Source: an optimization exercise on an open RTL-to-GDS flow (aim: small area). Production flows keep margins and buffers that such runs may drop. The RTL was checked by simulation tests, not by an equivalence proof against the original design. The flow treats the clock pin as an ideal source, which a real chip does not have. Power and IR drop assume default switching activity.

lane 1:
Design cmac_rx_monitor, start of the top module:
module cmac_rx_monitor #(
   parameter int          MIN_FRAME_BYTES  = 64,
   parameter int          MAX_FRAME_BYTES  = 9600,
   parameter int          CNT_W            = 12,   
   parameter int          BYTES_W          = 24,   
   parameter logic [CNT_W-1:0] GOOD_FRAMES_INIT = '0    
) (
   input  logic               user_clk,
   input  logic               user_resetn,
   input  logic               clear,
   input  logic [511:0]       s_axis_tdata,
   input  logic [63:0]        s_axis_tkeep,
   input  logic               s_axis_tuser,
   input  logic               s_axis_tlast,
   input  logic               s_axis_tvalid,
   output logic               s_axis_tready,
   output logic [511:0]       m_axis_tdata,
   output logic [63:0]        m_axis_tkeep,
   output logic               m_axis_tuser,
   output logic               m_axis_tlast,
   output logic               m_axis_tvalid,
   input  logic               m_axis_tready,
   output logic [CNT_W-1:0]   good_frames,
   output logic [CNT_W-1:0]   bad_frames,
   output logic [CNT_W-1:0]   runt_frames,
   output logic [CNT_W-1:0]   oversize_frames,
   output logic [BYTES_W-1:0] good_bytes,
   output logic               frame_done,
   output logic [15:0]        last_frame_len
);
Size in the first run: roughly 1300 flip-flops, roughly 1300 I/O pins, about 0.044 mm^2 of cells after synthesis.
clock: 13.0 ns
lec_check: 0
cap_margin: 20
core_area: 5 5 435 435
cts_buf_list: sky130_fd_sc_hd__clkbuf_8
cts_cluster_diameter: 60
cts_cluster_size: 16
die_area: 0 0 440 440
slew_margin: 20
standard.sh (not shown) runs the stock make flow with config.mk's settings and CLKGATE_MAP_FILE= SYNTH_SCRIPT=/design/flow/synth_recipe.tcl, a recipe that flattens the netlist after the stock synthesis.
==> flow/flow/run.sh <==
#!/bin/bash
# Standard ORFS layout with two changes: every port still gets its own buffer, but a
# minimum-size one (buf_1) instead of the default pick, and CTS inserts no dummy loads.
set -euo pipefail
export BUFFER_PORTS_ARGS="-buffer_cell sky130_fd_sc_hd__buf_1"
export CTS_ARGS="-sink_clustering_enable -repair_clock_nets -dont_use_dummy_load -buf_list sky130_fd_sc_hd__clkbuf_8 -sink_clustering_size 16 -sink_clustering_max_diameter 60"
bash standard.sh finish > standard.log 2>&1
> inputs changed (lane 1 -> lane 2)
# lane 1
export LEC_CHECK = 0
export CAP_MARGIN = 20
export CORE_AREA = 5 5 435 435
export CTS_BUF_LIST = sky130_fd_sc_hd__clkbuf_8
export CTS_CLUSTER_DIAMETER = 60
export CTS_CLUSTER_SIZE = 16
export DIE_AREA = 0 0 440 440
export SLEW_MARGIN = 20
create_clock -name core_clock -period 13.0 [get_ports {user_clk}]
# lane 2
export LEC_CHECK = 0
export CAP_MARGIN = 20
export CORE_AREA = 5 5 435 435
export DIE_AREA = 0 0 440 440
export PLACE_DENSITY = 0.75
export SLEW_MARGIN = 20
create_clock -name core_clock -period 13.0 [get_ports {user_clk}]
==> flow/flow/run.sh <==
#!/bin/bash
# Standard ORFS layout with two changes: every port still gets its own buffer, but a
# minimum-size one (buf_1) instead of the default pick, and CTS inserts no dummy loads.
set -euo pipefail
export BUFFER_PORTS_ARGS="-buffer_cell sky130_fd_sc_hd__buf_1"
export CTS_ARGS="-sink_clustering_enable -repair_clock_nets -dont_use_dummy_load -buf_list sky130_fd_sc_hd__clkbuf_8 -sink_clustering_size 20 -sink_clustering_max_diameter 60"
bash standard.sh finish > standard.log 2>&1
--- outcome ---
Clock period minus final worst setup slack: lane 2 > lane 1
Clock-pin slew of the registers on the worst-case setup and hold paths was higher in lane 2 than in lane 1.
Between lane 1 and lane 2, reported sequential group power increased.
Diff lane 2..lane 1 | cell area after layout | negligible
Violation count after the first detailed-routing iteration: lower on lane 2
In the flow results for lane 1 and lane 2, the post-route total power is larger on lane 2.
When lane 2 is set beside lane 1, its met3 layer wire length in the routed design turns out to be about 14% larger.
Per the comparison of lane 2 with lane 1, relative area change from synthesis to final layout went down 0.26 points, largest net degree at the start of global routing down about 24%, proportion of cell area occupied by registers neither gained nor lost much, worst setup slack lower.
--- input diff lane 2..lane 3 ---
# lane 2
export LEC_CHECK = 0
export CAP_MARGIN = 20
export CORE_AREA = 5 5 435 435
export DIE_AREA = 0 0 440 440
export PLACE_DENSITY = 0.75
export SLEW_MARGIN = 20
create_clock -name core_clock -period 13.0 [get_ports {user_clk}]
# lane 3
export LEC_CHECK = 0
export CAP_MARGIN = 20
export CORE_AREA = 5 5 435 435
export DIE_AREA = 0 0 440 440
export SLEW_MARGIN = 20
create_clock -name core_clock -period 13.0 [get_ports {user_clk}]
==> flow/flow/run.sh <==
#!/bin/bash
# Standard ORFS layout with two changes: every port still gets its own buffer, but a
# minimum-size one (buf_1) instead of the default pick, and CTS inserts no dummy loads.
set -euo pipefail
export BUFFER_PORTS_ARGS="-buffer_cell sky130_fd_sc_hd__buf_1"
export CTS_ARGS="-sink_clustering_enable -repair_clock_nets -dont_use_dummy_load -buf_list sky130_fd_sc_hd__clkbuf_8 -sink_clustering_size 18 -sink_clustering_max_diameter 70"
bash standard.sh finish > standard.log 2>&1
==> comparison <==
The worst setup path startpoint comes out s_axis_tkeep[1] in one run and s_axis_tkeep[3] in the other, namely in lane 2 and lane 3 respectively. Of lane 2 and lane 3, the lower non-clock buffer count belongs to lane 3. Largest vdd supply drop of lane 2 is on par with lane 3. Lane 2 has a higher final cell count than lane 3. On antenna cell count: lane 3 sits below lane 2. Lane 3 ended up with a lower cell internal power dissipation than lane 2 did. From lane 2 to lane 3 the numbers moved as follows: fraction of power consumed by combinational cells now sits lower; sequential share of layout area about even; detailed-route via count shrank by 702.
Relative to lane 3, the following input files were edited for lane 4:
# lane 3
export LEC_CHECK = 0
export CAP_MARGIN = 20
export CORE_AREA = 5 5 435 435
export DIE_AREA = 0 0 440 440
export SLEW_MARGIN = 20
create_clock -name core_clock -period 13.0 [get_ports {user_clk}]
# lane 4
export LEC_CHECK = 0
export CAP_MARGIN = 20
export CORE_AREA = 5 5 435 435
export DIE_AREA = 0 0 440 440
export PLACE_DENSITY = 0.75
export SLEW_MARGIN = 20
create_clock -name core_clock -period 13.0 [get_ports {user_clk}]
==> flow/flow/run.sh <==
#!/bin/bash
# Standard ORFS layout with two changes: every port still gets its own buffer, but a
# minimum-size one (buf_1) instead of the default pick, and CTS inserts no dummy loads.
set -euo pipefail
export BUFFER_PORTS_ARGS="-buffer_cell sky130_fd_sc_hd__buf_1"
export CTS_ARGS="-sink_clustering_enable -repair_clock_nets -dont_use_dummy_load -buf_list sky130_fd_sc_hd__clkbuf_4 -sink_clustering_size 10 -sink_clustering_max_diameter 40"
bash standard.sh finish > standard.log 2>&1
==> comparison <==
- Result for lane 4 and lane 3: all clean
- As far as quantity of gates resized following cts goes, lane 3 and lane 4 are indistinguishable; the numbers are identical.
- Re area of all sequential standard cells: no difference whatsoever between lane 3 and lane 4.
- Relative to lane 3, the via count normalized by instance count measured on lane 4 has increased by a few percent.
- Lane 4 — time the worst path needs with I/O delays and setup 0.083 ns lower, lane 3 as reference
- Summary of lane 4 over lane 3: final cell area excluding filler cells held; portion of total power attributed to combinational logic went up 0.8 points.
- Clock-buffer cell count: lane 4 and lane 3 compared, higher one is lane 4
- When lane 4 is set beside lane 3, its global-route usage turns out to be 1.4 points larger.
- Relative to lane 3, worst-case setup margin in the final layout increased by 0.083 ns in lane 4.
- Lane 3 → lane 4: sequential portion of the cell area now sits lower, layout overhead on the synthesized area now sits higher.
[inputs] lane 5 vs lane 4
==> flow/flow/run.sh <==
#!/bin/bash
# Standard ORFS layout with two changes: every port still gets its own buffer, but a
# minimum-size one (buf_1) instead of the default pick, and CTS inserts no dummy loads.
set -euo pipefail
export BUFFER_PORTS_ARGS="-buffer_cell sky130_fd_sc_hd__buf_1"
export CTS_ARGS="-sink_clustering_enable -repair_clock_nets -dont_use_dummy_load -buf_list sky130_fd_sc_hd__clkbuf_8 -sink_clustering_size 16 -sink_clustering_max_diameter 60"
bash standard.sh finish > standard.log 2>&1
Findings:
Between lane 5 and lane 4, the number of global-route vias before repair is higher for lane 4. Lane 5 vs lane 4, internal power of the cells went up by 0.87%. Sort lane 5 and lane 4 by worst-case hold slack asc -> top: lane 5. Lane 4 → lane 5: period utilization rose by 2.5 points, relative area change from synthesis to final layout held. The run with more routed wire is lane 4, not lane 5. There was hardly any difference in cell area between lane 5 and lane 4. Power of lane 4 is on par with lane 5. End-of-flow core utilization: lane 4 vs lane 5 — no meaningful difference. In the tables for lane 5 and lane 4, leakage power summed over all cells reads higher with lane 4.

========
Starting RTL as in the previous note.
Settings: LEC_CHECK=0, CAP_MARGIN=20, CORE_AREA=5 5 435 435, DIE_AREA=0 0 440 440, PLACE_DENSITY=0.85, SLEW_MARGIN=20; clock period 13.0 ns.
==> flow/flow/run.sh <==
#!/bin/bash
# Standard ORFS layout (standard.sh) with three changes:
#  - every port still gets its own buffer, but a minimum-size one (buf_1);
#  - CTS uses clkbuf_8, clusters of up to 18 sinks within 70 um, and no dummy loads;
#  - after CTS, each leaf clock buffer gets the smallest clkbuf whose flip-flop clock
#    pins keep a placement-estimated slew under 115 ps (flow/clk_leaf_resize.tcl).
# ORFS writes each step's full log under orfs/logs/; make's own output goes to standard.log.
set -euo pipefail
export BUFFER_PORTS_ARGS="-buffer_cell sky130_fd_sc_hd__buf_1"
export CTS_ARGS="-sink_clustering_enable -repair_clock_nets -dont_use_dummy_load -buf_list sky130_fd_sc_hd__clkbuf_8 -sink_clustering_size 18 -sink_clustering_max_diameter 70"
export POST_CTS_TCL="$PWD/flow/clk_leaf_resize.tcl"
export CLK_SLEW_TARGET=0.115
bash standard.sh finish > standard.log 2>&1
Other scripts of this flow, unchanged in this note and not shown: flow/flow/clk_leaf_resize.tcl
The baseline passed the timing, design-rule and antenna checks.
Rerun with:
--- a/flow/config.mk
+++ b/flow/config.mk
@@ -9,4 +9,3 @@
 export CORE_AREA = 5 5 435 435
 export DIE_AREA = 0 0 440 440
-export PLACE_DENSITY = 0.85
 export SLEW_MARGIN = 20
Effect: Global-route usage is lower by 1.4 points; total power is lower slightly; routed wire length goes down by a little under a tenth; worst hold slack is worse by 0.0083 ns; sequential share of layout area hardly moves; via count goes down by a few percent; flip-flop and latch count does not change; die area does not change; cell area stays flat; clock-buffer cell count went up by 6.
Rerun with:
==> flow/flow/run.sh (replaced) <==
#!/bin/bash
# Standard ORFS layout (standard.sh) with three changes:
#  - every port still gets its own buffer, but a minimum-size one (buf_1);
#  - CTS uses clkbuf_8, clusters of up to 16 sinks within 80 um, and no dummy loads;
#  - after CTS, each leaf clock buffer gets the smallest clkbuf whose flip-flop clock
#    pins keep a placement-estimated slew under 115 ps (flow/clk_leaf_resize.tcl).
# ORFS writes each step's full log under orfs/logs/; make's own output goes to standard.log.
set -euo pipefail
export BUFFER_PORTS_ARGS="-buffer_cell sky130_fd_sc_hd__buf_1"
export CTS_ARGS="-sink_clustering_enable -repair_clock_nets -dont_use_dummy_load -buf_list sky130_fd_sc_hd__clkbuf_8 -sink_clustering_size 16 -sink_clustering_max_diameter 80"
export POST_CTS_TCL="$PWD/flow/clk_leaf_resize.tcl"
export CLK_SLEW_TARGET=0.115
bash standard.sh finish > standard.log 2>&1
--- a/flow/config.mk
+++ b/flow/config.mk
@@ -9,3 +9,4 @@
 export CORE_AREA = 5 5 435 435
 export DIE_AREA = 0 0 440 440
+export PLACE_DENSITY = 0.85
 export SLEW_MARGIN = 20
After rerunning: Setup slack loses 0.35 ns. Cell area barely changes. Wire length grows by 8.8%. Fmax shrinks by 3.1%. Final cell count grows by 0.39%.

========
Starting RTL as in the previous note.
==> flow/config.mk <==
export PLATFORM = sky130hd
export DESIGN_NAME = cmac_rx_monitor
export DESIGN_NICKNAME = cmac_rx_monitor
export VERILOG_FILES = /design/flow/design.v
export SDC_FILE = /design/flow/constraint.sdc
export NUM_CORES = 4
export LEC_CHECK = 0
export CAP_MARGIN = 20
export CORE_AREA = 5 5 435 435
export DIE_AREA = 0 0 440 440
export PLACE_DENSITY = 0.85
export SLEW_MARGIN = 20
==> flow/constraint.sdc <==
create_clock -name core_clock -period 13.0 [get_ports {user_clk}]
set_input_delay 2.6000 -clock core_clock [delete_from_list [all_inputs] [get_ports {user_clk}]]
set_output_delay 2.6000 -clock core_clock [all_outputs]
set_load 0.01 [all_outputs]
==> flow/flow/run.sh <==
#!/bin/bash
# Standard ORFS layout (standard.sh) with three changes:
#  - every port still gets its own buffer, but a minimum-size one (buf_1);
#  - CTS uses clkbuf_8, clusters of up to 22 sinks within 70 um, and no dummy loads;
#  - after CTS, each leaf clock buffer gets the smallest clkbuf whose flip-flop clock
#    pins keep a placement-estimated slew under 115 ps (flow/clk_leaf_resize.tcl).
# ORFS writes each step's full log under orfs/logs/; make's own output goes to standard.log.
set -euo pipefail
export BUFFER_PORTS_ARGS="-buffer_cell sky130_fd_sc_hd__buf_1"
export CTS_ARGS="-sink_clustering_enable -repair_clock_nets -dont_use_dummy_load -buf_list sky130_fd_sc_hd__clkbuf_8 -sink_clustering_size 22 -sink_clustering_max_diameter 70"
export POST_CTS_TCL="$PWD/flow/clk_leaf_resize.tcl"
export CLK_SLEW_TARGET=0.115
bash standard.sh finish > standard.log 2>&1
Other scripts of this flow, unchanged in this note and not shown: flow/flow/clk_leaf_resize.tcl
The starting point produced a clean layout.
Edit:
--- a/flow/flow/run.sh
+++ b/flow/flow/run.sh
@@ -4 +4 @@
-#  - CTS uses clkbuf_8, clusters of up to 22 sinks within 70 um, and no dummy loads;
+#  - CTS uses clkbuf_8, clusters of up to 18 sinks within 70 um, and no dummy loads;
@@ -10 +10 @@
-export CTS_ARGS="-sink_clustering_enable -repair_clock_nets -dont_use_dummy_load -buf_list sky130_fd_sc_hd__clkbuf_8 -sink_clustering_size 22 -sink_clustering_max_diameter 70"
+export CTS_ARGS="-sink_clustering_enable -repair_clock_nets -dont_use_dummy_load -buf_list sky130_fd_sc_hd__clkbuf_8 -sink_clustering_size 18 -sink_clustering_max_diameter 70"
--- a/flow/config.mk
+++ b/flow/config.mk
@@ -9,2 +9,2 @@
-export CORE_AREA = 5 5 435 435
-export DIE_AREA = 0 0 440 440
+export CORE_AREA = 4 4 426 426
+export DIE_AREA = 0 0 430 430
First-iteration DRC count climbs by about 6.5%.
Total power drops by about 0.9%.
Setup slack gets worse by 0.070 ns.
Maximum frequency drops by 0.61%.
Via count climbs by about 0.9%.
Routed wire length climbs by about 1.2%.
Global-route usage climbs by 1.2 points.
Hold slack gets worse by 0.0078 ns.
Non-clock buffer count drops by 1.
Core utilization climbs by 0.86 points.
Edit:
--- a/flow/config.mk
+++ b/flow/config.mk
@@ -9,2 +9,4 @@
-export CORE_AREA = 4 4 426 426
-export DIE_AREA = 0 0 430 430
+export CORE_AREA = 5 5 435 435
+export DIE_AREA = 0 0 440 440
+export GPL_ROUTABILITY_DRIVEN = 0
+export GPL_TIMING_DRIVEN = 0
Die area went up by a few percent.
Via count went up by a few percent.
Power went up slightly.
Clock-buffer cell count went up by 3.

========
## run A
cmac_rx_monitor, a different RTL version from the one above (not shown whole).
For scale: about 2800 cells after synthesis, ~1300 I/O pins, about 0.044 mm^2 of cells after synthesis.
export LEC_CHECK = 0
export CAP_MARGIN = 20
export CORE_AREA = 5 5 435 435
export DIE_AREA = 0 0 440 440
export SLEW_MARGIN = 20
create_clock -name core_clock -period 13.0 [get_ports {user_clk}]
run.sh (not shown) runs the stock make flow with config.mk's settings and CLKGATE_MAP_FILE= SYNTH_SCRIPT=/design/flow/synth_recipe.tcl, a recipe that flattens the netlist after the stock synthesis.
Stock flow here: none of the scripts above is used.
Run A went all the way through synthesis, placement and routing and the layout is clean on timing, DRC and antenna.
#### Input delta (run B over run A)
# run A
export LEC_CHECK = 0
export CAP_MARGIN = 20
export CORE_AREA = 5 5 435 435
export DIE_AREA = 0 0 440 440
export SLEW_MARGIN = 20
create_clock -name core_clock -period 13.0 [get_ports {user_clk}]
# run B
export LEC_CHECK = 0
export CAP_MARGIN = 20
export CORE_MARGIN = 2
export CORE_UTILIZATION = 40
export SLEW_MARGIN = 20
create_clock -name core_clock -period 13.0 [get_ports {user_clk}]
Results
The log for run B ends in I/O pin placement with error PPL-0024, so the run never completed.
From run A to run B the numbers moved as follows: adder-cell area share of the yosys netlist comparable; mux contribution to synthesized area closely matched the old numbers; post-synthesis average cell area did not really move.
| synthesized-area fraction occupied by ao, oa, aoi and oai cells | run A vs run B | ≈ equal |
When the final numbers for run B and run A were put side by side, the count of standard-cell rows turned out to be smaller in run B.
From run B to run A, area after synthesis did not move at all.
Floorplan die height in run B vs run A: down 100 um
Going from run A to run B, starting density of the core has increased; share of flip-flops with an asynchronous set or reset has remained practically unchanged; die extent in x has decreased.
### run B -> run C
# run B
export LEC_CHECK = 0
export CAP_MARGIN = 20
export CORE_MARGIN = 2
export CORE_UTILIZATION = 40
export SLEW_MARGIN = 20
create_clock -name core_clock -period 13.0 [get_ports {user_clk}]
# run C
export LEC_CHECK = 0
export CAP_MARGIN = 20
export CORE_AREA = 5 5 435 435
export CTS_BUF_LIST = sky130_fd_sc_hd__clkbuf_8
export CTS_CLUSTER_DIAMETER = 60
export CTS_CLUSTER_SIZE = 16
export DIE_AREA = 0 0 440 440
export SLEW_MARGIN = 20
create_clock -name core_clock -period 13.0 [get_ports {user_clk}]
==> flow/flow/run.sh (new file) <==
#!/bin/bash
# Standard ORFS layout with two changes: every port still gets its own buffer, but a
# minimum-size one (buf_1) instead of the default pick, and CTS inserts no dummy loads.
set -euo pipefail
export BUFFER_PORTS_ARGS="-buffer_cell sky130_fd_sc_hd__buf_1"
export CTS_ARGS="-sink_clustering_enable -repair_clock_nets -dont_use_dummy_load -buf_list sky130_fd_sc_hd__clkbuf_8 -sink_clustering_size 16 -sink_clustering_max_diameter 60"
bash standard.sh finish > standard.log 2>&1
==> flow/standard.sh (new file) <==
#!/bin/bash
# synth_recipe.tcl (not shown) runs the flow's synth.tcl, then flattens the netlist and writes it again
# the make line also repeats each setting of config.mk as NAME=value (left out here)
make -C /OpenROAD-flow-scripts/flow DESIGN_CONFIG=/design/flow/config.mk WORK_HOME=/design/flow/orfs CLKGATE_MAP_FILE= SYNTH_SCRIPT=/design/flow/synth_recipe.tcl "${@:-finish}"
removed: flow/run.sh
Findings:
Comparing run B and run C, the one run not ending clean was run B.
No final results exist for run B, since it was stopped by error PPL-0024 during I/O pin placement.
Share of cell area taken by muxes after synthesis came out exactly the same in run B and run C.
[compare] base=run B new=run C: area after synthesis did not really move; adder-cell share of the synthesized area did not really move; x dimension of the die went up; count of flip-flops with a built-in enable after synthesis did not really move.
Count of cell types in the netlist of run B is on par with run C.
Comparing run C against run B, there is no change at all in mean instance size in the synthesized netlist.
Summary of the comparison: die span in y is higher in run C, relative to run B.

-- afterwards: timing with drivers on the ports --
How much do the figures lean on ideal ports? The routed layouts below were timed once more, with nothing changed but the port constraints.
Step 1, drivers: a clkbuf_16 drives user_clk and a buf_2 each remaining input, both assumed.
Step 2 also shifts input and output timing later by t, the mid clock arrival at the registers, as if the neighbouring blocks saw the same clock.
Slacks: ideal ports / drivers / drivers and shift; pairs: ideal ports / drivers.
run	t (ns)	slack for setup (ns)	worst hold slack (ns)	latest minus earliest clock arrival (ns)	cell pins on the clock port's net
lane 1	0.902	1.983 / 2.026 / 1.123	0.467 / 0.467 / 0.467	0.133 / 0.133	1
lane 2	0.875	1.702 / 1.745 / 0.869	0.456 / 0.456 / 0.456	0.185 / 0.185	1
lane 3	0.887	1.901 / 1.946 / 1.059	0.458 / 0.458 / 0.458	0.143 / 0.142	1
lane 4	1.207	1.984 / 2.030 / 0.823	0.467 / 0.467 / 0.467	0.246 / 0.246	1
lane 5	0.864	1.660 / 1.707 / 0.843	0.422 / 0.422 / 0.422	0.182 / 0.182	1
the first run of note 2	0.861	1.520 / 1.562 / 0.701	0.470 / 0.470 / 0.470	0.112 / 0.112	1
the second run of note 2	0.873	1.944 / 1.989 / 1.116	0.461 / 0.461 / 0.461	0.136 / 0.136	1
the third run of note 2	0.830	1.590 / 1.638 / 0.808	0.467 / 0.467 / 0.467	0.178 / 0.179	1
the first run of note 3	0.854	1.532 / 1.575 / 0.721	0.466 / 0.466 / 0.466	0.133 / 0.133	1
the second run of note 3	0.853	1.462 / 1.506 / 0.653	0.458 / 0.458 / 0.458	0.148 / 0.148	1
the third run of note 3	0.830	1.139 / 1.147 / 0.317	0.471 / 0.471 / 0.471	0.163 / 0.163	1
run A	0.849	0.755 / 0.812 / -0.037	0.468 / 0.468 / 0.468	0.032 / 0.032	1
run C	0.886	1.156 / 1.206 / 0.320	0.465 / 0.465 / 0.465	0.095 / 0.094	1
With both steps, setup timing fails in run A, where it was met with ideal ports. For lane 4, which loses most, drivers alone change the setup slack by +0.046 ns; drivers and shift together by -1.161 ns.
